Background: an optimization exercise with open tools, aiming at small area, a short achievable clock period and few clock cycles per item. Do not read the settings as production practice.
At most, simulation tests tie the RTL to the original design; equivalence was not proved.
Function not checked in runs 3 and 4: the RTL went through the layout flow alone.

==> design/flow/design.v <==
`default_nettype none
package tvas_pkg;
  localparam int SAMPLE_W = 16;
  localparam int SECTOR_W = 5;
endpackage
`default_nettype wire
`default_nettype none
module tilt_vector_to_angle_sector (
  input  wire         clk,
  input  wire         rst,
  input  wire         accel_valid,
  output wire         accel_stall,
  input  wire  [15:0] accel_x,
  input  wire  [15:0] accel_y,
  output wire         sector_valid,
  input  wire         sector_stall,
  output wire  [4:0]  sector
);
  localparam integer NIT = 14;           
  localparam integer XW  = 19;
  function automatic integer wy(input integer k);
    case (k)
      1: wy = 18; 2: wy = 18; 3: wy = 17; 4: wy = 16; 5: wy = 16;
      6: wy = 15; 7: wy = 14; 8: wy = 13; 9: wy = 12; 10: wy = 11;
      11: wy = 10; 12: wy = 9; 13: wy = 8; default: wy = 7;
    endcase
  endfunction
  function automatic [13:0] atan_step(input integer i);
    case (i)
      0: atan_step = 14'd8192; 1: atan_step = 14'd4836; 2: atan_step = 14'd2555;
      3: atan_step = 14'd1297; 4: atan_step = 14'd651;  5: atan_step = 14'd326;
      6: atan_step = 14'd163;  7: atan_step = 14'd81;   8: atan_step = 14'd41;
      9: atan_step = 14'd20;   10: atan_step = 14'd10;  11: atan_step = 14'd5;
      12: atan_step = 14'd3;   13: atan_step = 14'd1;   14: atan_step = 14'd1;
      default: atan_step = 14'd0;
    endcase
  endfunction
  localparam integer DEPTH = 14;         
  localparam integer CAP   = DEPTH + 2;  
  localparam integer FQ    = CAP - 1;    
  localparam integer CW    = 5;
  localparam integer PW    = 4;
  reg           stall_q;
  reg  [CW-1:0] cnt_q;
  reg           out_v;
  reg  [4:0]    out_d;
  wire accept = accel_valid & ~stall_q;
  wire take   = out_v & ~sector_stall;
  wire [CW-1:0] cnt_n = cnt_q + {{(CW-1){1'b0}}, accept} - {{(CW-1){1'b0}}, take};
  always @(posedge clk) begin
    if (rst) begin
      cnt_q   <= {CW{1'b0}};
      stall_q <= 1'b0;
    end else begin
      cnt_q   <= cnt_n;
      stall_q <= (cnt_n >= CAP[CW-1:0]);
    end
  end
  assign accel_stall  = stall_q;
  assign sector_valid = out_v;
  assign sector       = out_d;
  reg        v0, sx, sy;
  reg [15:0] ax, ay;
  always @(posedge clk) begin
    if (rst) v0 <= 1'b0;
    else     v0 <= accept;
    sx <= accel_x[15];
    sy <= accel_y[15];
    ax <= accel_x[15] ? 16'd0 - accel_x : accel_x;
    ay <= accel_y[15] ? 16'd0 - accel_y : accel_y;
  end
  wire        d0  = sx ^ sy;
  wire [16:0] s1x = {1'b0, ax} + {1'b0, ay};
  wire [15:0] s1y = d0 ? ay - ax : ax - ay;
  wire        yz  = (ay == 16'd0);
  wire        xz  = (ax == 16'd0);
  reg [16:0] n1x;
  reg [15:0] n1y;
  reg        n1d, n1b;
  always @* begin
    n1x = s1x; n1y = s1y; n1d = d0; n1b = sx;
    if (yz) begin
      n1x = 17'd32768; n1y = 16'd0 - 16'd32766; n1d = 1'b1; n1b = sx;
    end else if (xz) begin
      n1x = 17'd22000; n1y = 16'd0 - 16'd18000; n1d = 1'b0; n1b = sy;
    end
  end
  reg        v1, d0_1, b1;
  reg [16:0] x1;
  reg [15:0] y1;
  always @(posedge clk) begin
    if (rst) v1 <= 1'b0;
    else     v1 <= v0;
    x1   <= n1x;
    y1   <= n1y;
    d0_1 <= n1d;
    b1   <= n1b;
  end
  wire [XW*(NIT+1)-1:0]  vx_bus;
  wire [18*(NIT+1)-1:0]  vy_bus;
  wire [16*(NIT+1)-1:0]  d_bus;
  wire [NIT:0]           b_bus;
  wire [NIT:0]           v_bus;
  assign vx_bus[XW*1 +: XW] = {x1, 2'b00};
  assign vy_bus[18*1 +: 18] = {y1, 2'b00};
  assign d_bus[16*1 +: 16]  = {15'd0, d0_1};
  assign b_bus[1]           = b1;
  assign v_bus[1]           = v1;
  genvar k;
  generate
    for (k = 1; k < NIT - 1; k = k + 1) begin : g_rot
      localparam integer W  = wy(k);
      localparam integer WN = wy(k + 1);
      localparam integer MW = W - 1 - k;   
      wire [XW-1:0]       vx = vx_bus[XW*k +: XW];
      wire signed [W-1:0] vy = vy_bus[18*k +: W];
      wire                dk = ~vy[W-1];     
      wire signed [W-1:0] ysh = vy >>> k;
      wire [XW-1:0]       xsh = vx >> k;
      wire [XW-1:0] nx;
      if (MW > 0) begin : g_m
        wire [MW-1:0] m = ysh[MW-1:0] ^ {MW{~dk}};
        assign nx = vx + {{(XW-MW){1'b0}}, m} + {{(XW-1){1'b0}}, ~dk};
      end else begin : g_inc
        assign nx = vx + {{(XW-1){1'b0}}, ~dk};
      end
      wire [WN-1:0] xs = xsh[WN-1:0] ^ {WN{dk}};
      wire [WN-1:0] ny = vy[WN-1:0] + xs + {{(WN-1){1'b0}}, dk};
      reg [XW-1:0] xq;
      reg [WN-1:0] yq;
      reg          bq, vq;
      always @(posedge clk) begin
        if (rst) vq <= 1'b0;
        else     vq <= v_bus[k];
        xq <= nx;
        yq <= ny;
        bq <= b_bus[k];
      end
      assign vx_bus[XW*(k+1) +: XW] = xq;
      assign vy_bus[18*(k+1) +: 18] = {{(18-WN){yq[WN-1]}}, yq};
      if (k < 10) begin : g_d
        reg [k:0] dq;
        always @(posedge clk) dq <= {dk, d_bus[16*k +: k]};
        assign d_bus[16*(k+1) +: 16] = {{(15-k){1'b0}}, dq};
      end else begin : g_l
        wire [5:0] dlo = d_bus[16*k +: 6];
        wire [8:0] lin;
        if (k == 10) begin : g_l0
          wire [3:0] dm = d_bus[16*k + 6 +: 4];
          assign lin = ({9{dm[0]}} & 9'd163) + ({9{dm[1]}} & 9'd81) +
                       ({9{dm[2]}} & 9'd41)  + ({9{dm[3]}} & 9'd20);
        end else begin : g_l1
          assign lin = d_bus[16*k + 6 +: 9];
        end
        localparam [13:0] AK = atan_step(k);
        wire [8:0] lnx = lin + ({9{dk}} & AK[8:0]);
        if (k < NIT - 2) begin : g_lr
          reg [8:0] lq;
          reg [5:0] dq;
          always @(posedge clk) begin
            lq <= lnx;
            dq <= dlo;
          end
          assign d_bus[16*(k+1) +: 16] = {1'b0, lq, dq};
        end else begin : g_t
          reg [14:0] tlo;
          always @* begin
            case (dlo)
              6'd0: tlo = 15'd23677;
              6'd1: tlo = 15'd31869;
              6'd2: tlo = 15'd28513;
              6'd3: tlo = 15'd3937;
              6'd4: tlo = 15'd26232;
              6'd5: tlo = 15'd1656;
              6'd6: tlo = 15'd31068;
              6'd7: tlo = 15'd6492;
              6'd8: tlo = 15'd24974;
              6'd9: tlo = 15'd398;
              6'd10: tlo = 15'd29810;
              6'd11: tlo = 15'd5234;
              6'd12: tlo = 15'd27529;
              6'd13: tlo = 15'd2953;
              6'd14: tlo = 15'd32365;
              6'd15: tlo = 15'd7789;
              6'd16: tlo = 15'd24328;
              6'd17: tlo = 15'd32520;
              6'd18: tlo = 15'd29164;
              6'd19: tlo = 15'd4588;
              6'd20: tlo = 15'd26883;
              6'd21: tlo = 15'd2307;
              6'd22: tlo = 15'd31719;
              6'd23: tlo = 15'd7143;
              6'd24: tlo = 15'd25625;
              6'd25: tlo = 15'd1049;
              6'd26: tlo = 15'd30461;
              6'd27: tlo = 15'd5885;
              6'd28: tlo = 15'd28180;
              6'd29: tlo = 15'd3604;
              6'd30: tlo = 15'd248;
              6'd31: tlo = 15'd8440;
              6'd32: tlo = 15'd24003;
              6'd33: tlo = 15'd32195;
              6'd34: tlo = 15'd28839;
              6'd35: tlo = 15'd4263;
              6'd36: tlo = 15'd26558;
              6'd37: tlo = 15'd1982;
              6'd38: tlo = 15'd31394;
              6'd39: tlo = 15'd6818;
              6'd40: tlo = 15'd25300;
              6'd41: tlo = 15'd724;
              6'd42: tlo = 15'd30136;
              6'd43: tlo = 15'd5560;
              6'd44: tlo = 15'd27855;
              6'd45: tlo = 15'd3279;
              6'd46: tlo = 15'd32691;
              6'd47: tlo = 15'd8115;
              6'd48: tlo = 15'd24654;
              6'd49: tlo = 15'd78;
              6'd50: tlo = 15'd29490;
              6'd51: tlo = 15'd4914;
              6'd52: tlo = 15'd27209;
              6'd53: tlo = 15'd2633;
              6'd54: tlo = 15'd32045;
              6'd55: tlo = 15'd7469;
              6'd56: tlo = 15'd25951;
              6'd57: tlo = 15'd1375;
              6'd58: tlo = 15'd30787;
              6'd59: tlo = 15'd6211;
              6'd60: tlo = 15'd28506;
              6'd61: tlo = 15'd3930;
              6'd62: tlo = 15'd574;
              6'd63: tlo = 15'd8766;
              default: tlo = 15'd0;
            endcase
          end
          reg [4:0]  hq;
          reg [10:0] sq;
          always @(posedge clk) begin
            hq <= tlo[14:10];
            sq <= {1'b0, tlo[9:0]} + {2'b00, lnx};
          end
          assign d_bus[16*(k+1) +: 16] = {hq, sq};
        end
      end
      assign b_bus[k+1]             = bq;
      assign v_bus[k+1]             = vq;
    end
  endgenerate
  wire [XW-1:0] x13  = vx_bus[XW*(NIT-1) +: XW];
  wire [7:0]    y13  = vy_bus[18*(NIT-1) +: 8];
  wire [10:0]   s13  = d_bus[16*(NIT-1) +: 11];
  wire [4:0]    h13  = d_bus[16*(NIT-1) + 11 +: 5];
  wire          d13  = ~y13[7];
  wire [6:0]    xs13 = {1'b0, x13[18:13]} ^ {7{d13}};
  wire [6:0]    y14  = y13[6:0] + xs13 + {6'd0, d13};
  wire          d14  = ~y14[6];
  wire          all1 = &s13[9:1];
  wire          cy   = s13[10] | (all1 & s13[0] & (d13 | d14)) |
                       (all1 & ~s13[0] & d13 & d14);
  wire [4:0]    hb   = h13 ^ {b_bus[NIT-1], 4'b0000};
  wire [4:0]    hb1  = (h13 + 5'd1) ^ {b_bus[NIT-1], 4'b0000};
  wire [4:0]    pd   = cy ? hb1 : hb;
  wire          pv   = v_bus[NIT-1];
  reg  [4:0]    fq [0:FQ-1];
  reg  [PW-1:0] wp, rp;
  reg  [PW:0]   fn;                      
  wire          f_empty = (fn == 0);
  wire          out_free = ~out_v | take;
  wire          pop  = out_free & ~f_empty;
  wire          push = pv & ~(out_free & f_empty);
  always @(posedge clk) begin
    if (rst) begin
      out_v <= 1'b0;
      wp    <= {PW{1'b0}};
      rp    <= {PW{1'b0}};
      fn    <= {(PW+1){1'b0}};
    end else begin
      if (out_free) out_v <= pv | ~f_empty;
      if (push) wp <= (wp == FQ - 1) ? {PW{1'b0}} : wp + 1'b1;
      if (pop)  rp <= (rp == FQ - 1) ? {PW{1'b0}} : rp + 1'b1;
      fn <= fn + push - pop;
    end
  end
  always @(posedge clk) begin
    if (out_free) out_d <= f_empty ? pd : fq[rp];
    if (push) fq[wp] <= pd;
  end
endmodule
`default_nettype wire
==> design/flow/run.sh <==
#!/bin/bash
# synth_recipe.tcl (not shown) runs the flow's synth.tcl, then flattens the netlist and writes it again
# the make line also repeats each setting of config.mk as NAME=value (left out here)
make -C /OpenROAD-flow-scripts/flow DESIGN_CONFIG=/design/flow/config.mk WORK_HOME=/design/flow/orfs CLKGATE_MAP_FILE= SYNTH_SCRIPT=/design/flow/synth_recipe.tcl finish
==> design/flow/config.mk <==
export PLATFORM = sky130hd
export DESIGN_NAME = tilt_vector_to_angle_sector
export DESIGN_NICKNAME = tilt_vector_to_angle_sector
export VERILOG_FILES = /design/flow/design.v
export SDC_FILE = /design/flow/constraint.sdc
export NUM_CORES = 4
export LEC_CHECK = 0
export CAP_MARGIN = 20
export CORE_MARGIN = 2
export CORE_UTILIZATION = 40
export SETUP_SLACK_MARGIN = 2.5
export SLEW_MARGIN = 20
==> design/flow/constraint.sdc <==
create_clock -name core_clock -period 5.0 [get_ports {clk}]
set_input_delay 1.0000 -clock core_clock [delete_from_list [all_inputs] [get_ports {clk}]]
set_output_delay 1.0000 -clock core_clock [all_outputs]
set_load 0.01 [all_outputs]
==> results of run 1 <==
## cells by family after synthesis
family / synth area share [%]
AOI/OAI and AO/OA: 11.9
xor gates and xnor gates: 16.4
adders and majority gates: 13.2
buffers and inverters: 2.48
DFF: 42.1
muxes: 2.27
and+or+nand+nor: 11.6
## per-stage QoR
step                      cells
after floorplan            3399
after global placement     4533
after detailed placement   4533
after CTS                  4788
after global routing       4860
final                      4861
## worst reg2reg max path, delay by kind of cell, from the launching register on
family                   cells  cell delay (ns)
AO/OA/AOI/OAI                4             0.84
AND/OR/NAND/NOR              1             0.39
flip-flops                   1             0.38
XOR/XNOR                     2             0.30
multiplexers                 1             0.29
buffers and inverters        2             0.27
adder cells (fa/ha/maj)      1             0.26
## path summary, 6_finish.rpt
kind                             end  slack (ns)
setup / recovery            out_d[0]        2.04
hold / removal    g_rot[3].g_d.dq[2]        0.31
setup reg to reg            out_d[0]        2.04
hold reg to reg   g_rot[3].g_d.dq[2]        0.31
## metal layers
| metal | vias up | wire (um) | GRT usage [%] |
|---|---|---|---|
| met5 | - | 0 | 0 |
| met4 | 0 | 1210 | 4.18 |
| met3 | 83 | 2370 | 2.53 |
| met2 | 289 | 34400 | 27.7 |
| met1 | 11300 | 34200 | 21.1 |
| li1 | 12300 | - | - |
## timing repair
item / CTS / global route
pin swaps: 133 / 198
endpoints found under the hold margin: 0 / 0
setup buffers: 116 / 72
setup endpoints to repair: 297 / 200
cloned: 3 / 0
gates resized for setup: 235 / 225
## sequential cells by signal, indices dropped and copies added (netlist names), 12 cells and up, named ones only
name and flops:
x1 16, g_rot.g_l.g_lr.lq 18, g_rot.g_l.g_t.tlo 15, g_rot.xq 214
fq 75, ay 16, g_rot.vq 12, g_rot.yq 158
ax 16, y1 16, g_rot.bq 12, g_rot.g_d.dq 54
## final cells by class
class | count | area [sq um] | share of cell area [%]
Clock buffer | 91 | 2000 | 4.71
Timing Repair Buffer | 251 | 2280 | 5.38
Multi-Input combinational cell | 2499 | 21100 | 49.6
Antenna cell | 1 | 2.50 | 0.00590
Sequential cell | 678 | 14500 | 34.1
Inverter | 152 | 576 | 1.36
Clock inverter | 45 | 623 | 1.47
Tap cell | 1144 | 1430 | 3.37
## cell usage in the layout, fill, tap and decap left out, types with 39 or more instances in the layout
cell type,instances
sky130_fd_sc_hd__a21o_1,81
sky130_fd_sc_hd__xor2_1,203
sky130_fd_sc_hd__ha_1,279
sky130_fd_sc_hd__clkbuf_16,76
sky130_fd_sc_hd__nor3_1,47
sky130_fd_sc_hd__nand2_1,167
sky130_fd_sc_hd__nor2_1,212
sky130_fd_sc_hd__and3_1,39
sky130_fd_sc_hd__xnor2_1,392
sky130_fd_sc_hd__nand2b_1,50
sky130_fd_sc_hd__inv_1,142
sky130_fd_sc_hd__buf_4,167
sky130_fd_sc_hd__a21oi_1,158
sky130_fd_sc_hd__edfxtp_1,80
sky130_fd_sc_hd__nand3_1,87
sky130_fd_sc_hd__a21oi_2,53
sky130_fd_sc_hd__dfxtp_1,561
sky130_fd_sc_hd__o21ai_0,76
sky130_fd_sc_hd__nor2b_1,50
==> flow_summary.rst, run 1 <==
.. list-table::
   :header-rows: 1

   * - Metric
     - Value
   * - Count of state elements after synthesis
     - 678
   * - Count of TritonRoute iterations in the first routing pass
     - 5
   * - Clock transition at the registers of the reported paths
     - 0.06 ns
   * - Relative max-transition margin
     - 25.2%
   * - Synth top area cells
     - sky130_fd_sc_hd__dfxtp_1, sky130_fd_sc_hd__ha_1, sky130_fd_sc_hd__xnor2_1
   * - Remaining antenna violation count
     - 0
   * - Via density per instance
     - 4.94
   * - Most frequent cell after synthesis
     - sky130_fd_sc_hd__dfxtp_1
   * - Worst stage delay on the critical path
     - 0.39 ns
   * - Detailed Route Iter0 Violations
     - 1,108
   * - Clock buffers created by TritonCTS
     - 76
   * - Sequential element share of the synthesized area
     - 42.1%
   * - Count of fill cells added during filler insertion
     - 7,695
   * - Last weighted congestion value of the routability-driven placer
     - 0.818
   * - Clock tree root buffer cell
     - sky130_fd_sc_hd__clkbuf_16
   * - # DRC
     - 0
   * - Layout overhead on the synthesized area
     - 24.1%
   * - Die H
     - 296 um
   * - WL per Instance
     - 14.8 um
   * - Fraction of the core area covered by cells at the end of the flow
     - 50.0%
   * - Maximum root-to-sink buffer count
     - 3
   * - Synth Net Count
     - 3,780
   * - Maximum number of pins on one net before global-route repair
     - 34
   * - Launch instance of the worst min-delay path
     - g_rot[2].g_d.dq[2]
   * - Worst min path class
     - reg2reg
   * - Number of maximum-capacitance violations
     - 0
   * - Worst Setup Slack post-DPL
     - 1.38 ns
   * - Mean cell area of the mapped netlist
     - 10.1 sq um
   * - Row cnt
     - 107
   * - Placed Instance Area
     - 36,300 sq um
   * - Bufs and invs on worst path
     - 2
   * - Portion of synthesized cell area occupied by the leading cell type
     - 35.0%
   * - Initial antenna violation count
     - 0
   * - Post-route clock period utilization
     - 59.3%
   * - Initial cell density of the core
     - 40.3%
   * - Number of endpoints with negative hold slack in the final report
     - 0
   * - Post-route cell area
     - 42,400 sq um
   * - Transition time at the pin with the least slew margin
     - 1.12 ns
   * - Max Fclk
     - 337 MHz
   * - Later-pin clock latency in the skew report
     - 0.63 ns
   * - Total via count after detailed routing
     - 24,000
   * - Number of flops mapped to enable cells by yosys
     - 80
   * - Count of clock tree sinks
     - 678
   * - Warning count from the yosys run
     - 1
   * - Final wirelength
     - 72.2 mm
   * - Required time at the endpoint of the critical path
     - 5.39 ns
   * - Critical path depth
     - 11
   * - Finish-stage setup viols
     - 0
   * - Post-layout worst setup margin
     - 2.04 ns
   * - Top FF cell, synth
     - sky130_fd_sc_hd__dfxtp_1
   * - Hold Crit Depth
     - 0
   * - Final total negative setup slack
     - 0 ns
   * - Count of hold-fix buffers inserted at cts
     - 0
   * - Area enclosed by the die boundary
     - 87,800 sq um
   * - CP Capture Type
     - flop
   * - Number of I/O port buffers
     - 42
   * - Area of the placeable core
     - 84,900 sq um
   * - Instance count of the mapped netlist
     - 3,399
   * - Worst setup path startpoint
     - g_rot[12].yq[7]
   * - First-pass GRT wire length
     - 116 mm
   * - Ordered list of cells on the worst path
     - xnor2_2 > ha_1 > o21a_1 > buf_6 > o211ai_1 > o31ai_2 > o311a_1 > or3_4 > buf_12 > xor2_4 > mux2_4
   * - Largest fanout on the critical path
     - 7
   * - Cell type with the largest total area after synthesis
     - sky130_fd_sc_hd__dfxtp_1
   * - Minimum clock period after layout
     - 2.96 ns
   * - Largest delay contributor family on the critical path
     - compound AO/OA/AOI/OAI gates
   * - Share of cells above drive strength 1
     - 19.7%
   * - Max-slew violation count
     - 0
   * - I/O pins
     - 43
   * - Global Route Usage Sum
     - 16.2%
   * - Half-perimeter wire length after detailed placement
     - 51.2 mm
   * - Clk_skew
     - 0.0391 ns
   * - Chip Width
     - 296 um
   * - Slowest cell on the critical path
     - sky130_fd_sc_hd__or3_4
   * - TritonCTS clock tree
     - yes
   * - Outcome
     - finished clean
   * - Worst endpoint data arrival time
     - 3.36 ns
   * - Nets
     - 4,039
   * - Critical Path Start Type
     - flop
   * - Synth cell types
     - 73
   * - Worst R2R Path Depth
     - 11
   * - Share of synthesized registers carrying an async set or reset
     - 0%
   * - Worst hold-check slack
     - 0.311 ns
   * - R2r startpoint
     - g_rot[12].yq[7]
   * - Type of the worst setup path
     - reg2reg
   * - Top post-synthesis cells by count
     - sky130_fd_sc_hd__dfxtp_1, sky130_fd_sc_hd__xnor2_1, sky130_fd_sc_hd__ha_1
   * - Number of global-route vias before repair
     - 23,500
   * - Global-route congestion overflow total
     - 0
   * - RSZ-0062 raised after global routing
     - yes
   * - Maximum level of the CTS H-tree
     - 3
   * - Cell area after technology mapping
     - 34,200 sq um
Testbench counts, summed over its fixed seeds: cycles 16,120, items 16,000.
==> run 2: changes to the inputs <==
--- a/design/flow/config.mk
+++ b/design/flow/config.mk
@@ -8,5 +8,5 @@
 export CAP_MARGIN = 20
 export CORE_MARGIN = 2
 export CORE_UTILIZATION = 40
-export SETUP_SLACK_MARGIN = 2.5
+export SETUP_SLACK_MARGIN = 1.5
 export SLEW_MARGIN = 20
==> flow_summary.rst, run 2 <==
.. list-table::
   :header-rows: 1

   * - Metric
     - Value
   * - Outcome
     - finished clean
   * - Area of the placeable core
     - 84,900 sq um (unchanged)
   * - Critical Path Start Type
     - flop
   * - Antenna cells
     - 0 (-1)
   * - Leading cell type in the layout, fill and taps excluded
     - sky130_fd_sc_hd__dfxtp_1
   * - Instance count of the mapped netlist
     - 3,399 (unchanged)
   * - Initial cell density of the core
     - 40.3% (unchanged)
   * - Number of maximum-capacitance violations
     - 0 (unchanged)
   * - Detailed Route Iter0 Violations
     - 1,262 (+14%)
   * - CP Capture Type
     - flop
   * - Sequential element share of the synthesized area
     - 42.1% (unchanged)
   * - Mean cell area of the mapped netlist
     - 10.1 sq um (unchanged)
   * - Via density per instance
     - 4.91 (-0.47%)
   * - Global-route congestion overflow total
     - 0 (unchanged)
   * - Fraction of the core area covered by cells at the end of the flow
     - 45.5% (-4.5 points)
   * - Chip Width
     - 296 um (unchanged)
   * - Later-pin clock latency in the skew report
     - 0.63 ns (about the same)
   * - Maximum root-to-sink buffer count
     - 3 (unchanged)
   * - Count of state elements after synthesis
     - 678 (unchanged)
   * - Area occupied by registers
     - 14,400 sq um (-0.54%)
   * - Worst stage delay on the critical path
     - 0.48 ns (+0.09 ns)
   * - Post-route clock period utilization
     - 65.6% (+6.3 points)
   * - Nets
     - 3,849 (-4.7%)
   * - Clock transition at the registers of the reported paths
     - 0.06 ns (about the same)
   * - Clk_skew
     - 0.0344 ns (-0.00472 ns)
   * - Largest registers
     - g_rot.xq (214), g_rot.yq (158), fq (75)
   * - Portion of synthesized cell area occupied by the leading cell type
     - 35.0% (unchanged)
   * - Layout overhead on the synthesized area
     - 12.9%
   * - Area enclosed by the die boundary
     - 87,800 sq um (unchanged)
   * - Largest delay contributor family on the critical path
     - multiplexers
   * - First-pass GRT wire length
     - 113 mm (-3.2%)
   * - Flip-flop count of the largest register, all copies and words added
     - 214 (unchanged)
   * - Last weighted congestion value of the routability-driven placer
     - 0.809 (-1.1%)
   * - Cell area after technology mapping
     - 34,200 sq um (unchanged)
   * - Share of synthesized registers carrying an async set or reset
     - 0% (unchanged)
   * - Ordered list of cells on the worst path
     - xnor2_1 > ha_1 > o21a_1 > o211a_1 > mux2_4 > o311a_1 > or3_1 > mux2_4 > mux2_2
   * - Number of I/O port buffers
     - 42 (unchanged)
   * - Minimum clock period after layout
     - 3.28 ns (+0.317 ns)
   * - Initial antenna violation count
     - 1 (+1)
   * - TritonCTS clock tree
     - yes
   * - Final wirelength
     - 66.7 mm (-7.6%)
   * - Number of global-route vias before repair
     - 22,800 (-2.8%)
   * - Remaining antenna violation count
     - 0 (unchanged)
   * - Count of TritonRoute iterations in the first routing pass
     - 5 (unchanged)
   * - Synth top area cells
     - sky130_fd_sc_hd__dfxtp_1, sky130_fd_sc_hd__ha_1, sky130_fd_sc_hd__xnor2_1
   * - Warning count from the yosys run
     - 1 (unchanged)
   * - Number of flops mapped to enable cells by yosys
     - 80 (unchanged)
   * - Cell type with the largest total area after synthesis
     - sky130_fd_sc_hd__dfxtp_1
   * - I/O pins
     - 43 (unchanged)
   * - Required time at the endpoint of the critical path
     - 5.39 ns (about the same)
   * - Count of hold-fix buffers inserted at cts
     - 0 (unchanged)
   * - Top FF cell, synth
     - sky130_fd_sc_hd__dfxtp_1
   * - Count of fill cells added during filler insertion
     - 8,061 (+4.8%)
   * - Maximum level of the CTS H-tree
     - 3 (unchanged)
   * - Clock tree root buffer cell
     - sky130_fd_sc_hd__clkbuf_16
   * - Bufs and invs on worst path
     - 0 (-2)
   * - Leading cell types in the layout, fill and taps excluded
     - sky130_fd_sc_hd__dfxtp_1, sky130_fd_sc_hd__xnor2_1, sky130_fd_sc_hd__ha_1, sky130_fd_sc_hd__nor2_1, sky130_fd_sc_hd__a21oi_1
   * - Final total negative setup slack
     - 0 ns (unchanged)
   * - Worst hold-check slack
     - 0.315 ns (+0.00359 ns)
   * - Max Fclk
     - 305 MHz (-9.7%)
   * - Relative max-transition margin
     - 32.7% (+7.6 points)
   * - Row cnt
     - 107 (unchanged)
   * - Type of the worst setup path
     - reg2reg
   * - Register ranked first by flip-flop count
     - g_rot.xq
   * - Finish-stage setup viols
     - 0 (unchanged)
   * - Synth cell types
     - 73 (unchanged)
   * - Register-to-register setup slack
     - 1.72 ns (-0.32 ns)
   * - WL per Instance
     - 14.3 um (-3.8%)
   * - Clock buffers created by TritonCTS
     - 76 (unchanged)
   * - Worst endpoint data arrival time
     - 3.67 ns (+0.31 ns)
   * - Total via count after detailed routing
     - 22,900 (-4.4%)
   * - Maximum number of pins on one net before global-route repair
     - 34 (unchanged)
   * - Count of clock tree sinks
     - 678 (unchanged)
   * - Die H
     - 296 um (unchanged)
   * - Worst min path class
     - reg2reg
   * - Share of cells above drive strength 1
     - 5.99% (-14 points)
   * - # DRC
     - 0 (unchanged)
   * - Synth Net Count
     - 3,780 (unchanged)
   * - Largest fanout on the critical path
     - 16 (+9)
   * - Most frequent cell after synthesis
     - sky130_fd_sc_hd__dfxtp_1
   * - Top post-synthesis cells by count
     - sky130_fd_sc_hd__dfxtp_1, sky130_fd_sc_hd__xnor2_1, sky130_fd_sc_hd__ha_1
   * - Number of endpoints with negative hold slack in the final report
     - 0 (unchanged)
   * - Global Route Usage Sum
     - 15.5% (-0.67 points)
   * - Half-perimeter wire length after detailed placement
     - 50.6 mm (-1.1%)
   * - RSZ-0062 raised after global routing
     - yes
   * - Slowest cell on the critical path
     - sky130_fd_sc_hd__or3_1
   * - Multi-input gate area
     - 19,000 sq um (-9.7%)
   * - Transition time at the pin with the least slew margin
     - 1.01 ns (-0.113 ns)
   * - Most frequent cell on the critical path
     - sky130_fd_sc_hd__mux2_4
   * - Max-slew violation count
     - 0 (unchanged)
run 2: changes by cell type in the layout (fill, tap and decap cells not counted), sizes merged, moves of 5 or more:
| cell | previous run | this run |
|---|---|---|
| clkbuf | 91 | 108 |
| clkdlybuf4s50 | 34 | 42 |
| clkinv | 25 | 20 |
| dlygate4sd2 | 7 | 0 |
| buf | 208 | 19 |
| clkinvlp | 7 | 0 |
run 2: worst paths after layout:
| check | start | end | depth (start not counted) |
|---|---|---|---|
| worst min-delay path | g_rot[4].g_d.dq[4] | g_rot[5].g_d.dq[4] | 0 |
| worst max-delay path | g_rot[12].yq[7] | out_d[1] | 9 |
| worst max register to register | g_rot[12].yq[7] | out_d[1] | 9 |
| worst min register to register | g_rot[4].g_d.dq[4] | g_rot[5].g_d.dq[4] | 0 |
run 2: kinds of logic after synthesis:
family                   synth area share (%)
buffers and inverters                    2.48
adder cells (fa/ha/maj)                  13.2
flip-flops                               42.1
XOR/XNOR                                 16.4
AO/OA/AOI/OAI                            11.9
AND/OR/NAND/NOR                          11.6
multiplexers                             2.27
run 2: per-layer routing:
layer,GRT usage (%),vias up,wire length (um)
met1,20.2,10600,32200
met5,0,-,0
li1,-,11900,-
met4,4.64,0,1410
met3,2.15,95,2020
met2,26.5,275,31100
run 2: area by class of cell:
type	instances	share of cell area [%]
Clock buffer	108	5.69
Sequential cell	678	37.3
Clock inverter	27	1.09
Timing Repair Buffer	61	1.48
Inverter	152	1.48
Multi-Input combinational cell	2499	49.3
Tap cell	1144	3.71
run 2: repair_timing:
action / in CTS / in global routing
resized for setup: 1 / 12
buffers inserted: 0 / 0
cloned: 0 / 0
setup endpoints to repair: 16 / 38
run 2: through the flow:
stage / cells / instance area [sq um] / setup WS (ns)
2_1_floorplan: 3399 / 34200 / 1.61
3_3_place_gp: 4534 / 35900 / 1.03
3_5_place_dp: 4534 / 35900 / 1.03
4_1_cts: 4669 / 38500 / 1.57
5_1_grt: 4669 / 38600 / 1.50
6_report: 4669 / 38600 / 1.72
==> run 3: changes to the inputs <==
--- a/design/flow/design.v
+++ b/design/flow/design.v
@@ -5,6 +5,39 @@
 endpackage
 `default_nettype wire
 `default_nettype none
+module tvas_ks_add #(
+  parameter integer W = 8
+) (
+  input  wire [W-1:0] a,
+  input  wire [W-1:0] b,
+  input  wire         ci,
+  output wire [W-1:0] s
+);
+  localparam integer L = (W <= 1) ? 1 : $clog2(W);
+  wire [W-1:0] p0 = a ^ b;
+  wire [W-1:0] g0 = a & b;
+  wire [W-1:0] g [0:L];
+  wire [W-1:0] p [0:L];
+  assign g[0] = {g0[W-1:1], g0[0] | (p0[0] & ci)};
+  assign p[0] = p0;
+  genvar l, i;
+  generate
+    for (l = 0; l < L; l = l + 1) begin : g_lvl
+      for (i = 0; i < W; i = i + 1) begin : g_bit
+        if (i >= (1 << l)) begin : g_op
+          assign g[l+1][i] = g[l][i] | (p[l][i] & g[l][i - (1 << l)]);
+          assign p[l+1][i] = p[l][i] & p[l][i - (1 << l)];
+        end else begin : g_pass
+          assign g[l+1][i] = g[l][i];
+          assign p[l+1][i] = p[l][i];
+        end
+      end
+    end
+  endgenerate
+  assign s = p0 ^ {g[L][W-2:0], ci};
+endmodule
+`default_nettype wire
+`default_nettype none
 module tilt_vector_to_angle_sector (
   input  wire         clk,
   input  wire         rst,
@@ -120,12 +153,13 @@
       wire [XW-1:0] nx;
       if (MW > 0) begin : g_m
         wire [MW-1:0] m = ysh[MW-1:0] ^ {MW{~dk}};
-        assign nx = vx + {{(XW-MW){1'b0}}, m} + {{(XW-1){1'b0}}, ~dk};
+        tvas_ks_add #(.W(XW)) u_xa (.a(vx), .b({{(XW-MW){1'b0}}, m}), .ci(~dk), .s(nx));
       end else begin : g_inc
         assign nx = vx + {{(XW-1){1'b0}}, ~dk};
       end
       wire [WN-1:0] xs = xsh[WN-1:0] ^ {WN{dk}};
-      wire [WN-1:0] ny = vy[WN-1:0] + xs + {{(WN-1){1'b0}}, dk};
+      wire [WN-1:0] ny;
+      tvas_ks_add #(.W(WN)) u_ya (.a(vy[WN-1:0]), .b(xs), .ci(dk), .s(ny));
       reg [XW-1:0] xq;
       reg [WN-1:0] yq;
       reg          bq, vq;
--- a/design/flow/config.mk
+++ b/design/flow/config.mk
@@ -8,5 +8,5 @@
 export CAP_MARGIN = 20
 export CORE_MARGIN = 2
 export CORE_UTILIZATION = 40
-export SETUP_SLACK_MARGIN = 1.5
+export SETUP_SLACK_MARGIN = 2.5
 export SLEW_MARGIN = 20
==> flow_summary.rst, run 3 <==
.. list-table::
   :header-rows: 1

   * - Metric
     - Value
   * - Outcome
     - finished clean
   * - Largest registers
     - g_rot.xq (214), g_rot.yq (158), fq (75)
   * - Cell type with the largest total area after synthesis
     - sky130_fd_sc_hd__dfxtp_1
   * - Maximum root-to-sink buffer count
     - 3 (unchanged)
   * - Layout overhead on the synthesized area
     - 23.9%
   * - Relative max-transition margin
     - 40.5% (+7.8 points)
   * - Portion of synthesized cell area occupied by the leading cell type
     - 33.9% (-1.2 points)
   * - Synthesized-area fraction occupied by adder cells
     - 12.7% (-0.54 points)
   * - Hold Crit Depth
     - 0 (unchanged)
   * - Area enclosed by the die boundary
     - 90,800 sq um (+3.4%)
   * - TritonCTS clock tree
     - yes
   * - RSZ-0062 raised after global routing
     - yes
   * - Number of maximum-capacitance violations
     - 0 (unchanged)
   * - Initial cell density of the core
     - 40.2% (-0.086 points)
   * - Minimum clock period after layout
     - 2.72 ns (-0.562 ns)
   * - Leading cell types in the layout, fill and taps excluded
     - sky130_fd_sc_hd__dfxtp_1, sky130_fd_sc_hd__xnor2_1, sky130_fd_sc_hd__ha_1, sky130_fd_sc_hd__nor2_1, sky130_fd_sc_hd__nand2_1
   * - Worst R2R Path Depth
     - 10 (+1)
   * - Fraction of the core area covered by cells at the end of the flow
     - 49.8% (+4.3 points)
   * - Count of clock tree sinks
     - 678 (unchanged)
   * - Flip-flop count of the largest register, all copies and words added
     - 214 (unchanged)
   * - Remaining antenna violation count
     - 0 (unchanged)
   * - Detailed Route Iter0 Violations
     - 1,463 (+16%)
   * - Area of the placeable core
     - 88,000 sq um (+3.6%)
   * - Final total negative setup slack
     - 0 ns (unchanged)
   * - Synth top area cells
     - sky130_fd_sc_hd__dfxtp_1, sky130_fd_sc_hd__ha_1, sky130_fd_sc_hd__xnor2_1
   * - R2r startpoint
     - g_rot[12].yq[7]
   * - Dominant combinational cell family by area after synthesis
     - XOR/XNOR gates
   * - Register ranked first by flip-flop count
     - g_rot.xq
   * - Number of global-route vias before repair
     - 24,700 (+8.1%)
   * - Post-Synth Simple-Gate Area
     - 13.4% (+1.8 points)
   * - Destination of the worst register-to-register timing path
     - out_d[2]
   * - Top FF cell, synth
     - sky130_fd_sc_hd__dfxtp_1
   * - Sequential element share of the synthesized area
     - 40.7% (-1.4 points)
   * - Chip Width
     - 301 um (+1.7%)
   * - Count of state elements after synthesis
     - 678 (unchanged)
   * - Maximum level of the CTS H-tree
     - 3 (unchanged)
   * - Via density per instance
     - 5.08 (+3.3%)
   * - Warning count from the yosys run
     - 13 (+12)
   * - Clock tree root buffer cell
     - sky130_fd_sc_hd__clkbuf_16
   * - Finish-stage setup viols
     - 0 (unchanged)
   * - Synth cell types
     - 88 (+21%)
   * - Number of flops mapped to enable cells by yosys
     - 80 (unchanged)
   * - Half-perimeter wire length after detailed placement
     - 54.0 mm (+6.6%)
   * - Cell area after technology mapping
     - 35,300 sq um (+3.4%)
   * - # DRC
     - 0 (unchanged)
   * - Register-to-register setup slack
     - 2.28 ns (+0.56 ns)
   * - Share of synthesized area spent on multiplexers
     - 2.17% (-0.10 points)
   * - Number of endpoints with negative hold slack in the final report
     - 0 (unchanged)
   * - Most frequent cell after synthesis
     - sky130_fd_sc_hd__dfxtp_1
   * - Share of synthesized registers carrying an async set or reset
     - 0% (unchanged)
   * - Global-route congestion overflow total
     - 0 (unchanged)
   * - Final wirelength
     - 77.6 mm (+16%)
   * - Die H
     - 301 um (+1.7%)
   * - First-pass GRT wire length
     - 123 mm (+9.5%)
   * - Global Route Usage Sum
     - 16.3% (+0.84 points)
   * - Fraction of the mapped netlist area in compound gates
     - 12.8% (+0.88 points)
   * - Largest fanout on the critical path
     - 7 (-9)
   * - Count of hold-fix buffers inserted at cts
     - 0 (unchanged)
   * - Post-route clock period utilization
     - 54.4% (-11 points)
   * - Leading cell type in the layout, fill and taps excluded
     - sky130_fd_sc_hd__dfxtp_1
   * - Last weighted congestion value of the routability-driven placer
     - 0.832 (+2.9%)
   * - Critical Path Start Type
     - flop
   * - I/O pins
     - 43 (unchanged)
   * - Xor and xnor fraction of the mapped netlist area
     - 15.2% (-1.1 points)
   * - Hold endpoint
     - g_rot[10].g_l.g_lr.dq[0]
   * - Worst endpoint data arrival time
     - 3.11 ns (-0.56 ns)
   * - Worst min path class
     - reg2reg
   * - Top post-synthesis cells by count
     - sky130_fd_sc_hd__dfxtp_1, sky130_fd_sc_hd__xnor2_1, sky130_fd_sc_hd__ha_1
   * - Type of the worst setup path
     - reg2reg
   * - Clock transition at the registers of the reported paths
     - 0.06 ns (about the same)
   * - Initial antenna violation count
     - 1 (unchanged)
   * - Synth Net Count
     - 3,990 (+5.6%)
   * - Required time at the endpoint of the critical path
     - 5.39 ns (about the same)
   * - Max-slew violation count
     - 0 (unchanged)
   * - Row cnt
     - 109 (+1.9%)
   * - Later-pin clock latency in the skew report
     - 0.62 ns (about the same)
   * - Nets
     - 4,233 (+10%)
   * - Maximum number of pins on one net before global-route repair
     - 44 (+29%)
   * - Count of TritonRoute iterations in the first routing pass
     - 5 (unchanged)
   * - Instance count of the mapped netlist
     - 3,612 (+6.3%)
   * - CP Capture Type
     - flop
   * - WL per Instance
     - 15.3 um (+6.9%)
   * - Mean cell area of the mapped netlist
     - 9.79 sq um (-2.7%)
   * - Worst hold-check slack
     - 0.321 ns (+0.00588 ns)
   * - Launch instance of the worst min-delay path
     - g_rot[9].g_d.dq[0]
   * - Antenna cells
     - 0 (unchanged)
   * - Transition time at the pin with the least slew margin
     - 0.891 ns (-0.116 ns)
   * - Clock buffers created by TritonCTS
     - 76 (unchanged)
   * - Total via count after detailed routing
     - 25,800 (+12%)
   * - Clk_skew
     - 0.0256 ns (-0.00873 ns)
   * - Share of cells above drive strength 1
     - 18.7% (+13 points)
   * - Max Fclk
     - 368 MHz (+21%)
   * - Number of I/O port buffers
     - 42 (unchanged)
-- run 3: area by class of cell --
type	count	area (sq um)
fillers	7878	44200
repair buffers	254	2450
flip-flops and latches	678	14500
clock buffers	98	2090
multi-input cells	2656	22200
well taps	1165	1460
inverters	189	716
clock inverters	40	458
-- run 3: layer usage --
metal,track usage [%],vias to the layer above,wire length (um)
li1,-,13100,-
met1,21.2,12200,35400
met4,4.61,2,1390
met5,0,-,14
met3,2.37,101,2800
met2,28.2,382,38000
-- run 3: metrics by stage --
stage / cells / worst slack, ns / cell area, sq um
final: 5080 / 2.28 / 43800
after detailed placement: 4744 / 1.57 / 37200
after floorplan: 3612 / 2.31 / 35700
after CTS: 4975 / 2.30 / 41400
after global placement: 4744 / 1.56 / 37300
after global routing: 5080 / 2.17 / 43800
-- run 3: cell families after synthesis --
| logic type | after synthesis |
|---|---|
| DFF | 678 |
| muxes | 50 |
| buffers and inverters | 280 |
| adders and majority gates | 342 |
| xor gates and xnor gates | 614 |
| and+or+nand+nor | 950 |
| AOI/OAI and AO/OA | 698 |
-- run 3: repair_timing --
action                     CTS  global route
pin swaps                   76           157
setup buffers               88            98
cloned                       5             6
gates resized for setup    203           298
hold endpoints to repair     0             0
setup endpoints to repair  271           201
-- run 3: how the worst max path moves through the flow --
stage,to,slack (ns),cells past startpoint,start
after global placement,fn[4],1.56,12,sector_stall
after detailed placement,fn[4],1.57,12,sector_stall
final,out_d[2],2.28,10,g_rot[12].yq[7]
after CTS,g_rot[5].yq[14],2.30,10,g_rot[4].yq[15]
after global routing,out_d[2],2.17,10,g_rot[12].yq[7]
after floorplan,fn[4],2.31,11,sector_stall
-- run 3: worst max-delay path, cell delays in order, from the launching register on --
cell                       delay [ns]
sky130_fd_sc_hd__dfxtp_4         0.38
sky130_fd_sc_hd__xnor2_2         0.14
sky130_fd_sc_hd__ha_1            0.28
sky130_fd_sc_hd__and2_1          0.16
sky130_fd_sc_hd__o211ai_1        0.24
sky130_fd_sc_hd__nand4_1         0.21
sky130_fd_sc_hd__a31o_4          0.33
sky130_fd_sc_hd__a31oi_4         0.23
sky130_fd_sc_hd__xor2_4          0.11
sky130_fd_sc_hd__buf_12          0.14
sky130_fd_sc_hd__mux2_4          0.26
==> run 4: changes to the inputs <==
--- a/design/flow/design.v
+++ b/design/flow/design.v
@@ -49,7 +49,6 @@
   input  wire         sector_stall,
   output wire  [4:0]  sector
 );
-  localparam integer NIT = 14;           
   localparam integer XW  = 19;
   function automatic integer wy(input integer k);
     case (k)
@@ -68,30 +67,8 @@
       default: atan_step = 14'd0;
     endcase
   endfunction
-  localparam integer DEPTH = 14;         
-  localparam integer CAP   = DEPTH + 2;  
-  localparam integer FQ    = CAP - 1;    
-  localparam integer CW    = 5;
-  localparam integer PW    = 4;
-  reg           stall_q;
-  reg  [CW-1:0] cnt_q;
-  reg           out_v;
-  reg  [4:0]    out_d;
-  wire accept = accel_valid & ~stall_q;
-  wire take   = out_v & ~sector_stall;
-  wire [CW-1:0] cnt_n = cnt_q + {{(CW-1){1'b0}}, accept} - {{(CW-1){1'b0}}, take};
-  always @(posedge clk) begin
-    if (rst) begin
-      cnt_q   <= {CW{1'b0}};
-      stall_q <= 1'b0;
-    end else begin
-      cnt_q   <= cnt_n;
-      stall_q <= (cnt_n >= CAP[CW-1:0]);
-    end
-  end
-  assign accel_stall  = stall_q;
-  assign sector_valid = out_v;
-  assign sector       = out_d;
+  reg        stall_q;
+  wire       accept = accel_valid & ~stall_q;
   reg        v0, sx, sy;
   reg [15:0] ax, ay;
   always @(posedge clk) begin
@@ -129,11 +106,12 @@
     d0_1 <= n1d;
     b1   <= n1b;
   end
-  wire [XW*(NIT+1)-1:0]  vx_bus;
-  wire [18*(NIT+1)-1:0]  vy_bus;
-  wire [16*(NIT+1)-1:0]  d_bus;
-  wire [NIT:0]           b_bus;
-  wire [NIT:0]           v_bus;
+  wire [XW*13-1:0] vx_bus;
+  wire [18*13-1:0] vy_bus;
+  wire [16*14-1:0] d_bus;
+  wire [13:1]      b_bus;
+  wire [13:1]      v_bus;
+  wire [1:0]       d1314;             
   assign vx_bus[XW*1 +: XW] = {x1, 2'b00};
   assign vy_bus[18*1 +: 18] = {y1, 2'b00};
   assign d_bus[16*1 +: 16]  = {15'd0, d0_1};
@@ -141,7 +119,7 @@
   assign v_bus[1]           = v1;
   genvar k;
   generate
-    for (k = 1; k < NIT - 1; k = k + 1) begin : g_rot
+    for (k = 1; k <= 12; k = k + 1) begin : g_rot
       localparam integer W  = wy(k);
       localparam integer WN = wy(k + 1);
       localparam integer MW = W - 1 - k;   
@@ -160,18 +138,24 @@
       wire [WN-1:0] xs = xsh[WN-1:0] ^ {WN{dk}};
       wire [WN-1:0] ny;
       tvas_ks_add #(.W(WN)) u_ya (.a(vy[WN-1:0]), .b(xs), .ci(dk), .s(ny));
-      reg [XW-1:0] xq;
-      reg [WN-1:0] yq;
-      reg          bq, vq;
+      reg bq, vq;
       always @(posedge clk) begin
         if (rst) vq <= 1'b0;
         else     vq <= v_bus[k];
-        xq <= nx;
-        yq <= ny;
         bq <= b_bus[k];
       end
-      assign vx_bus[XW*(k+1) +: XW] = xq;
-      assign vy_bus[18*(k+1) +: 18] = {{(18-WN){yq[WN-1]}}, yq};
+      assign b_bus[k+1] = bq;
+      assign v_bus[k+1] = vq;
+      if (k < 12) begin : g_xy
+        reg [XW-1:0] xq;
+        reg [WN-1:0] yq;
+        always @(posedge clk) begin
+          xq <= nx;
+          yq <= ny;
+        end
+        assign vx_bus[XW*(k+1) +: XW] = xq;
+        assign vy_bus[18*(k+1) +: 18] = {{(18-WN){yq[WN-1]}}, yq};
+      end
       if (k < 10) begin : g_d
         reg [k:0] dq;
         always @(posedge clk) dq <= {dk, d_bus[16*k +: k]};
@@ -188,7 +172,7 @@
         end
         localparam [13:0] AK = atan_step(k);
         wire [8:0] lnx = lin + ({9{dk}} & AK[8:0]);
-        if (k < NIT - 2) begin : g_lr
+        if (k < 12) begin : g_lr
           reg [8:0] lq;
           reg [5:0] dq;
           always @(posedge clk) begin
@@ -274,50 +258,89 @@
             sq <= {1'b0, tlo[9:0]} + {2'b00, lnx};
           end
           assign d_bus[16*(k+1) +: 16] = {hq, sq};
+          wire       d13 = ~ny[WN-1];
+          wire [5:0] x13s = vx[18:13] + {5'd0, ~dk & (&vx[12:0])};
+          wire [6:0] t12  = xs[6:0] + {6'd0, dk};
+          wire [6:0] y14a = vy[6:0] + t12 - {1'b0, x13s};
+          wire [6:0] y14b = vy[6:0] + t12 + {1'b0, x13s};
+          reg d13q, d14q;
+          always @(posedge clk) begin
+            d13q <= d13;
+            d14q <= d13 ? ~y14a[6] : ~y14b[6];
+          end
+          assign d1314 = {d14q, d13q};
         end
       end
-      assign b_bus[k+1]             = bq;
-      assign v_bus[k+1]             = vq;
     end
   endgenerate
-  wire [XW-1:0] x13  = vx_bus[XW*(NIT-1) +: XW];
-  wire [7:0]    y13  = vy_bus[18*(NIT-1) +: 8];
-  wire [10:0]   s13  = d_bus[16*(NIT-1) +: 11];
-  wire [4:0]    h13  = d_bus[16*(NIT-1) + 11 +: 5];
-  wire          d13  = ~y13[7];
-  wire [6:0]    xs13 = {1'b0, x13[18:13]} ^ {7{d13}};
-  wire [6:0]    y14  = y13[6:0] + xs13 + {6'd0, d13};
-  wire          d14  = ~y14[6];
-  wire          all1 = &s13[9:1];
-  wire          cy   = s13[10] | (all1 & s13[0] & (d13 | d14)) |
-                       (all1 & ~s13[0] & d13 & d14);
-  wire [4:0]    hb   = h13 ^ {b_bus[NIT-1], 4'b0000};
-  wire [4:0]    hb1  = (h13 + 5'd1) ^ {b_bus[NIT-1], 4'b0000};
-  wire [4:0]    pd   = cy ? hb1 : hb;
-  wire          pv   = v_bus[NIT-1];
+  wire [10:0] s13  = d_bus[16*13 +: 11];
+  wire [4:0]  h13  = d_bus[16*13 + 11 +: 5];
+  wire        d13f = d1314[0];
+  wire        d14f = d1314[1];
+  wire        all1 = &s13[9:1];
+  wire        cy   = s13[10] | (all1 & s13[0] & (d13f | d14f)) |
+                     (all1 & ~s13[0] & d13f & d14f);
+  wire [4:0]  hb   = h13 ^ {b_bus[13], 4'b0000};
+  wire [4:0]  hb1  = (h13 + 5'd1) ^ {b_bus[13], 4'b0000};
+  wire [4:0]  pd   = cy ? hb1 : hb;
+  wire        pv   = v_bus[13];
+  localparam integer DEPTH = 14;         
+  localparam integer CAP   = DEPTH + 2;  
+  localparam integer FQ    = CAP - 1;    
+  localparam integer CW    = 5;
+  localparam integer PW    = 4;
+  reg  [CW-1:0] cnt_q;
+  reg           out_v;
+  reg  [4:0]    out_d;
   reg  [4:0]    fq [0:FQ-1];
   reg  [PW-1:0] wp, rp;
   reg  [PW:0]   fn;                      
   wire          f_empty = (fn == 0);
-  wire          out_free = ~out_v | take;
-  wire          pop  = out_free & ~f_empty;
-  wire          push = pv & ~(out_free & f_empty);
+  wire [PW-1:0] wp_inc = (wp == FQ - 1) ? {PW{1'b0}} : wp + 1'b1;
+  wire [PW-1:0] rp_inc = (rp == FQ - 1) ? {PW{1'b0}} : rp + 1'b1;
+  wire [4:0]    fhead  = fq[rp];
+  wire          push_go = pv & ~f_empty;
+  wire          push_ho = pv & (out_v | ~f_empty);
+  wire          pop_go  = ~f_empty;
+  wire          pop_ho  = ~out_v & ~f_empty;
+  wire [PW:0]   fn_go   = fn - {{PW{1'b0}}, pop_go & ~push_go};
+  wire [PW:0]   fn_ho   = fn + {{PW{1'b0}}, push_ho & ~pop_ho} - {{PW{1'b0}}, pop_ho & ~push_ho};
+  wire          ov_go   = pv | ~f_empty;
+  wire          ov_ho   = out_v | pv | ~f_empty;
+  wire [4:0]    od_go   = f_empty ? pd : fhead;
+  wire [4:0]    od_ho   = out_v ? out_d : od_go;
+  wire          push = sector_stall ? push_ho : push_go;
+  wire          pop  = sector_stall ? pop_ho  : pop_go;
+  wire [CW-1:0] cnt_p   = cnt_q + 1'b1;
+  wire [CW-1:0] cnt_m   = cnt_q - 1'b1;
+  wire [CW-1:0] cnt_go  = ~out_v ? (accept ? cnt_p : cnt_q) : (accept ? cnt_q : cnt_m);
+  wire [CW-1:0] cnt_ho  = accept ? cnt_p : cnt_q;
+  wire          st_go   = ~out_v ? (accept ? (cnt_q >= CAP - 1) : (cnt_q >= CAP))
+                                 : (accept ? (cnt_q >= CAP)     : (cnt_q >= CAP + 1));
+  wire          st_ho   = accept ? (cnt_q >= CAP - 1) : (cnt_q >= CAP);
   always @(posedge clk) begin
     if (rst) begin
-      out_v <= 1'b0;
-      wp    <= {PW{1'b0}};
-      rp    <= {PW{1'b0}};
-      fn    <= {(PW+1){1'b0}};
+      cnt_q   <= {CW{1'b0}};
+      stall_q <= 1'b0;
+      out_v   <= 1'b0;
+      wp      <= {PW{1'b0}};
+      rp      <= {PW{1'b0}};
+      fn      <= {(PW+1){1'b0}};
     end else begin
-      if (out_free) out_v <= pv | ~f_empty;
-      if (push) wp <= (wp == FQ - 1) ? {PW{1'b0}} : wp + 1'b1;
-      if (pop)  rp <= (rp == FQ - 1) ? {PW{1'b0}} : rp + 1'b1;
-      fn <= fn + push - pop;
+      cnt_q   <= sector_stall ? cnt_ho : cnt_go;
+      stall_q <= sector_stall ? st_ho  : st_go;
+      out_v   <= sector_stall ? ov_ho  : ov_go;
+      fn      <= sector_stall ? fn_ho  : fn_go;
+      if (push) wp <= wp_inc;
+      if (pop)  rp <= rp_inc;
     end
   end
   always @(posedge clk) begin
-    if (out_free) out_d <= f_empty ? pd : fq[rp];
+    out_d <= sector_stall ? od_ho : od_go;
     if (push) fq[wp] <= pd;
   end
+  assign accel_stall  = stall_q;
+  assign sector_valid = out_v;
+  assign sector       = out_d;
 endmodule
 `default_nettype wire
==> flow_summary.rst, run 4 <==
.. list-table::
   :header-rows: 1

   * - Metric
     - Value
   * - Outcome
     - finished clean
   * - Detailed Route Iter0 Violations
     - 1,389 (-5.1%)
   * - Mean cell area of the mapped netlist
     - 9.88 sq um (+0.94%)
   * - Type of the worst setup path
     - reg2reg
   * - Worst stage delay on the critical path
     - 0.42 ns (+0.04 ns)
   * - Portion of synthesized cell area occupied by the leading cell type
     - 33.5% (-0.40 points)
   * - Required time at the endpoint of the critical path
     - 5.51 ns (+0.12 ns)
   * - Global-route congestion overflow total
     - 0 (unchanged)
   * - Register ranked first by flip-flop count
     - g_rot.g_xy.xq
   * - Largest fanout on the critical path
     - 2 (-5)
   * - Sequential element share of the synthesized area
     - 40.3% (-0.35 points)
   * - Row cnt
     - 108 (-0.92%)
   * - Finish-stage setup viols
     - 0 (unchanged)
   * - I/O pins
     - 43 (unchanged)
   * - Relative max-transition margin
     - 34.4% (-6.1 points)
   * - Nets
     - 4,156 (-1.8%)
   * - Bufs and invs on worst path
     - 4 (+3)
   * - Post-route clock period utilization
     - 57.9% (+3.5 points)
   * - Placed cell count
     - 4,685 (-1.2%)
   * - Final total negative setup slack
     - 0 ns (unchanged)
   * - Max Fclk
     - 345 MHz (-6.1%)
   * - Worst endpoint data arrival time
     - 3.41 ns (+0.30 ns)
   * - Cell area after technology mapping
     - 35,100 sq um (-0.68%)
   * - Last weighted congestion value of the routability-driven placer
     - 0.844 (+1.4%)
   * - Number of maximum-capacitance violations
     - 0 (unchanged)
   * - # DRC
     - 0 (unchanged)
   * - Critical Path Start Type
     - flop
   * - Clock transition at the registers of the reported paths
     - 0.06 ns (about the same)
   * - Top post-synthesis cells by count
     - sky130_fd_sc_hd__dfxtp_1, sky130_fd_sc_hd__xnor2_1, sky130_fd_sc_hd__ha_1
   * - Count of state elements after synthesis
     - 667 (-1.6%)
   * - Instance count of the mapped netlist
     - 3,554 (-1.6%)
   * - Later-pin clock latency in the skew report
     - 0.62 ns (about the same)
   * - Most frequent cell after synthesis
     - sky130_fd_sc_hd__dfxtp_1
   * - Transition time at the pin with the least slew margin
     - 0.982 ns (+0.0911 ns)
   * - Number of flops mapped to enable cells by yosys
     - 80 (unchanged)
   * - RSZ-0062 raised after global routing
     - yes
   * - Count of clock tree sinks
     - 667 (-1.6%)
   * - Share of synthesized registers carrying an async set or reset
     - 0% (unchanged)
   * - WL per Instance
     - 15.4 um (+0.89%)
   * - Cell type with the largest total area after synthesis
     - sky130_fd_sc_hd__dfxtp_1
   * - Initial cell density of the core
     - 40.4% (+0.22 points)
   * - Final non-filler cell total
     - 4,982 (-1.9%)
   * - Worst min path class
     - reg2reg
   * - Remaining antenna violation count
     - 0 (unchanged)
   * - Number of endpoints with negative hold slack in the final report
     - 0 (unchanged)
   * - Minimum clock period after layout
     - 2.90 ns (+0.177 ns)
   * - Worst Setup Slack post-DPL
     - 1.23 ns (-0.340 ns)
   * - Share of cells above drive strength 1
     - 18.0% (-0.69 points)
   * - Clock tree root buffer cell
     - sky130_fd_sc_hd__clkbuf_16
   * - Antenna cells
     - 0 (unchanged)
   * - Number of global-route vias before repair
     - 24,300 (-1.6%)
   * - Chip Width
     - 300 um (-0.34%)
   * - TritonCTS clock tree
     - yes
   * - Max-slew violation count
     - 0 (unchanged)
   * - Maximum root-to-sink buffer count
     - 3 (unchanged)
   * - CP Capture Type
     - flop
   * - Global Route Usage Sum
     - 16.3% (-0.047 points)
   * - Most frequent cell on the critical path
     - sky130_fd_sc_hd__inv_2
   * - Clock buffers created by TritonCTS
     - 73 (-3.9%)
   * - Die H
     - 300 um (-0.34%)
   * - Count of fill cells added during filler insertion
     - 7,830 (-0.61%)
   * - Half-perimeter wire length after detailed placement
     - 54.5 mm (+0.98%)
   * - Count of hold-fix buffers inserted at cts
     - 0 (unchanged)
   * - Initial antenna violation count
     - 0 (-1)
   * - Leading cell types in the layout, fill and taps excluded
     - sky130_fd_sc_hd__dfxtp_1, sky130_fd_sc_hd__xnor2_1, sky130_fd_sc_hd__ha_1, sky130_fd_sc_hd__nor2_1, sky130_fd_sc_hd__nand2_1
   * - First-pass GRT wire length
     - 121 mm (-1.4%)
   * - Number of I/O port buffers
     - 42 (unchanged)
   * - Largest registers
     - g_rot.g_xy.xq (208), g_rot.g_xy.yq (150), fq (75)
   * - Synth Net Count
     - 3,942 (-1.2%)
   * - Clk_skew
     - 0.0176 ns (-0.00806 ns)
   * - Area of the placeable core
     - 86,900 sq um (-1.2%)
   * - Area enclosed by the die boundary
     - 90,200 sq um (-0.67%)
   * - Slowest cell on the critical path
     - sky130_fd_sc_hd__or4_4
   * - Ordered list of cells on the worst path
     - inv_2 > ha_4 > inv_2 > or4_4 > o21ai_2 > ha_1 > inv_2 > ha_4 > inv_2 > fa_2 > nor2_2 > nor2_1 > o21bai_1 > xnor2_1 > a21oi_1 > xor2_1 > nor2_1
   * - Final wirelength
     - 76.8 mm (-1.1%)
   * - Via density per instance
     - 5.08 (about the same)
   * - Count of TritonRoute iterations in the first routing pass
     - 5 (unchanged)
   * - Top FF cell, synth
     - sky130_fd_sc_hd__dfxtp_1
   * - Leading cell type in the layout, fill and taps excluded
     - sky130_fd_sc_hd__dfxtp_1
   * - Synth top area cells
     - sky130_fd_sc_hd__dfxtp_1, sky130_fd_sc_hd__ha_1, sky130_fd_sc_hd__xnor2_1
   * - Post-layout worst setup margin
     - 2.10 ns (-0.177 ns)
   * - Maximum level of the CTS H-tree
     - 3 (unchanged)
   * - Synth cell types
     - 92 (+4.5%)
   * - Maximum number of pins on one net before global-route repair
     - 31 (-30%)
   * - Largest delay contributor family on the critical path
     - adder cells
   * - Layout overhead on the synthesized area
     - 21.6%
   * - Flip-flop count of the largest register, all copies and words added
     - 208 (-2.8%)
   * - Total via count after detailed routing
     - 25,300 (-1.8%)
   * - Warning count from the yosys run
     - 13 (unchanged)
==> run 4: area by class of cell <==
class                           count  area [sq um]  area share [%]
Timing Repair Buffer              217          1940            4.55
Clock inverter                     39           497            1.16
Clock buffer                       95          2050            4.81
Tap cell                         1155          1450            3.39
Inverter                          197           742            1.74
Multi-Input combinational cell   2612         21800            51.0
Sequential cell                   667         14200            33.3
==> run 4: worst paths after layout <==
kind | endpoint | startpoint | cells after the start | slack (ns)
setup reg to reg | fn[4] | fn[2] | 17 | 2.10
hold / removal | g_rot[7].g_d.dq[2] | g_rot[6].g_d.dq[2] | 0 | 0.31
setup / recovery | fn[4] | fn[2] | 17 | 2.10
hold reg to reg | g_rot[7].g_d.dq[2] | g_rot[6].g_d.dq[2] | 0 | 0.31
==> run 4: timing repair <==
action                                  in CTS  in global routing
endpoints found under the setup margin     316                168
buffers inserted                            64                 99
resized for setup                          137                287
endpoints found under the hold margin        0                  0
pin swaps                                   63                188
==> run 4: through the flow <==
step                      area (sq um)  hold WS, ns  utilization [%]
after floorplan                  35400        0.310                -
after global placement           36900        0.310             42.5
after detailed placement         36900        0.312             42.5
after CTS                        40500        0.310             46.6
after global routing             42700        0.310             49.1
final                            42700        0.311             49.1
==> run 4: kinds of logic after synthesis <==
family / share of synthesized area (%)
buffers and inverters: 3.02
XOR/XNOR: 15.5
AO/OA/AOI/OAI: 13.8
flip-flops: 40.3
multiplexers: 2.35
adder cells (fa/ha/maj): 13.1
AND/OR/NAND/NOR: 11.9
==> run 4: layer usage <==
metal / vias to the layer above / track usage [%] / part of all wire (%) / wire, um
li1: 12900 / - / - / -
met1: 12000 / 20.9 / 46 / 34900
met4: 0 / 4.37 / 2.0 / 1500
met5: - / 0 / 0 / 0
met3: 112 / 2.67 / 3.8 / 2900
met2: 357 / 28.2 / 49 / 37400

[static timing again, ports no longer ideal]
The flow's constraints put no driver on any port. The routed layouts listed below were extracted and timed again, unchanged, in two steps.
Step 1, drivers: a clkbuf_16 drives clk and a buf_2 each remaining input, both assumed.
Step 2 moves the port delays by t, midway between the first and last clock arrival at a register: inputs arrive t later, outputs are due t later. That takes back most of the time a late clock gives input paths.
Slacks: ideal ports / drivers / drivers and shift; pairs: ideal ports / drivers.
run | t, ns | slack for setup (ns) | hold WS [ns]
run 1 | 0.680 | 2.036 / 2.036 / 1.901 | 0.311 / 0.311 / 0.311
run 2 | 0.672 | 1.719 / 1.719 / 1.172 | 0.315 / 0.315 / 0.315
run 3 | 0.683 | 2.281 / 2.281 / 1.898 | 0.321 / 0.321 / 0.321
run 4 | 0.671 | 2.104 / 2.104 / 1.965 | 0.311 / 0.311 / 0.311
After both steps every run listed still meets setup and hold. The setup slack of run 2, which loses most, moves by 0.000 ns with the drivers and by -0.547 ns with both steps.
